Background: an optimization exercise with open tools, aiming at small area, a short achievable clock period and few clock cycles. Do not read the settings as production practice.
The RTL was checked by simulation tests, not by an equivalence proof against the original design.

Setup of run A:
// bezier_middle_control_solver
module bezier_middle_control_solver (
   input  logic                  clock,
   input  logic                  reset,
   input  logic                  req_tvalid,
   output logic                  req_tready,
   input  logic [REQ_DATA_W-1:0] req_tdata,
   output logic                  rsp_tvalid,
   input  logic                  rsp_tready,
   output logic [RSP_DATA_W-1:0] rsp_tdata
);
Size in the first run: about 21,000 cells after synthesis, about 2,000 flip-flops, ~290 I/O pins.
==> flow/config.mk <==
export PLATFORM = sky130hd
export DESIGN_NAME = bezier_middle_control_solver
export DESIGN_NICKNAME = bezier_middle_control_solver
export VERILOG_FILES = /design/flow/design.v
export SDC_FILE = /design/flow/constraint.sdc
export NUM_CORES = 8
export LEC_CHECK = 0
export CAP_MARGIN = 40
export CORE_MARGIN = 2
export CORE_UTILIZATION = 60
export CTS_BUF_LIST = sky130_fd_sc_hd__clkbuf_8
export SLEW_MARGIN = 40
export TNS_END_PERCENT = 10
export SETUP_SLACK_MARGIN = 9
==> flow/constraint.sdc <==
create_clock -name core_clock -period 15.0 [get_ports {clock}]
set_input_delay 3.0000 -clock core_clock [delete_from_list [all_inputs] [get_ports {clock}]]
set_output_delay 3.0000 -clock core_clock [all_outputs]
set_load 0.01 [all_outputs]
standard.sh (not shown) runs the stock make flow with config.mk's settings and CLKGATE_MAP_FILE= SYNTH_SCRIPT=/design/flow/synth_recipe.tcl, a recipe that flattens the netlist after the stock synthesis.
==> flow/flow/run.sh <==
#!/bin/bash
# Standard layout with a tighter setup target for timing repair.
set -e
echo "export SETUP_SLACK_MARGIN = 9" >> config.mk
bash standard.sh > standard.log 2>&1
Testbench counts of run A, summed over its fixed seeds: cycles 5,648.
The inputs of run B differ from those of run A as listed below.
Settings: a deleted TNS_END_PERCENT that had been 10.
Against run A, run B comes in 10 lower on count of plain and timing-repair buffers in the layout.
Run B against run A: number of global-route vias before repair fell 940; final critical-path required period fell 0.21 ns; cell area about even.
Going from run A to run B, slack of the critical path climbed 0.21 ns, final cycle utilization of the critical path dropped 1.4 points, initial core utilization barely changed.
Run B vs run A, slowest cell on the critical path: a211oi_1 vs nor3_1
diff inputs: run B => run C
Settings: SETUP_SLACK_MARGIN changed from 9 to 9.5.
==> flow/flow/run.sh <==
#!/bin/bash
# Standard layout with a tighter setup target for timing repair.
set -e
echo "export SETUP_SLACK_MARGIN = 9.5" >> config.mk
bash standard.sh > standard.log 2>&1
==> summary.txt <==
Count of TritonRoute iterations in the first routing pass delta for run C relative to run B: 2 lower
Run C: no failed stages, no open violations at the end
From run B to run C the numbers moved as follows: number of rows created at floorplan stayed essentially flat, CTS clock-pin slew for the worst setup and hold paths saw little to no change, area used by sequential logic in the layout level, synthesized instance count about even.
The following lists how run D was set up differently from run C:
Settings: SETUP_SLACK_MARGIN now 9, was 9.5; PLACE_DENSITY now 0.72, previously not set.
==> flow/flow/run.sh <==
#!/bin/bash
# Standard layout with a tighter setup target for timing repair.
set -e
echo "export SETUP_SLACK_MARGIN = 9" >> config.mk
bash standard.sh > standard.log 2>&1
Results
Run D vs run C, instance count: run D lower. Run D ran to completion and came out clean on the timing, design-rule and antenna checks. Reported for run D and run C, post-synthesis area per instance turned out identical to the last digit. Run C → run D: post-route worst setup slack shows a reduction of 0.43 ns; global-route usage shows a reduction of 0.34 points; critical path depth shows an increase of 8; global-route track usage on met3 shows a reduction of 1.6 points.

========
Starting RTL as in the previous note.
## bezier_middle_control_solver
module bezier_middle_control_solver (
   input  logic                  clock,
   input  logic                  reset,
   input  logic                  req_tvalid,
   output logic                  req_tready,
   input  logic [REQ_DATA_W-1:0] req_tdata,
   output logic                  rsp_tvalid,
   input  logic                  rsp_tready,
   output logic [RSP_DATA_W-1:0] rsp_tdata
);
Settings: LEC_CHECK=0, CAP_MARGIN=40, CORE_MARGIN=2, CORE_UTILIZATION=55, CTS_BUF_LIST=sky130_fd_sc_hd__clkbuf_8, SLEW_MARGIN=40, SETUP_SLACK_MARGIN=9.5; clock period 15.0 ns.
==> flow/flow/run.sh <==
#!/bin/bash
# Standard layout with a tighter setup target for timing repair.
set -e
echo "export SETUP_SLACK_MARGIN = 9.5" >> config.mk
bash standard.sh > standard.log 2>&1
Testbench counts at the start, summed over its fixed seeds: cycles 5,648.
Then changed:
==> flow/flow/run.sh (replaced) <==
#!/bin/bash
# Standard layout with a tighter setup target for timing repair.
set -e
echo "export SETUP_SLACK_MARGIN = 9.75" >> config.mk
bash standard.sh > standard.log 2>&1
- CORE_UTILIZATION: 55 -> 60
- SETUP_SLACK_MARGIN: 9.5 -> 9.75
What happened: Final area came out higher by 2.7%. Utilization came out higher by 7.5 points. Register-to-register slack improves by 0.16 ns. Critical path depth came out lower by 3. Setup slack improves by 0.16 ns.

afterwards: timing with drivers on the ports:
In the flow no input, the clock included, has a driving cell. The finished layouts below were timed again as built, in two steps. Step 1 sets driving cells, clkbuf_16 on the clock port and buf_2 on the other inputs (assumed; they add their load-dependent delay and slew). Step 2 times the ports against the registers' clock, not the clock port: input delays grow and output delays shrink by t, the midpoint of the rising clock arrivals with the driver on. a / b / c = no drivers / after step 1 / after step 2; a / b = the first two.
| run | shift t [ns] | setup WS [ns] | latest minus earliest clock arrival (ns) |
|---|---|---|---|
| run A | 1.214 | 8.843 / 8.843 / 8.715 | 0.112 / 0.112 |
| run B | 1.174 | 9.052 / 9.052 / 9.052 | 0.096 / 0.096 |
| run C | 1.215 | 9.347 / 9.347 / 9.015 | 0.128 / 0.128 |
| run D | 1.206 | 8.919 / 8.919 / 8.919 | 0.117 / 0.117 |
| the first run of note 2 | 1.247 | 9.352 / 9.352 / 9.171 | 0.105 / 0.104 |
| the second run of note 2 | 1.198 | 9.511 / 9.511 / 9.511 | 0.105 / 0.105 |
After both steps setup and hold are still met in every run listed. The setup slack of run C, which loses most, moves by 0.000 ns with the drivers and by -0.332 ns with both steps.
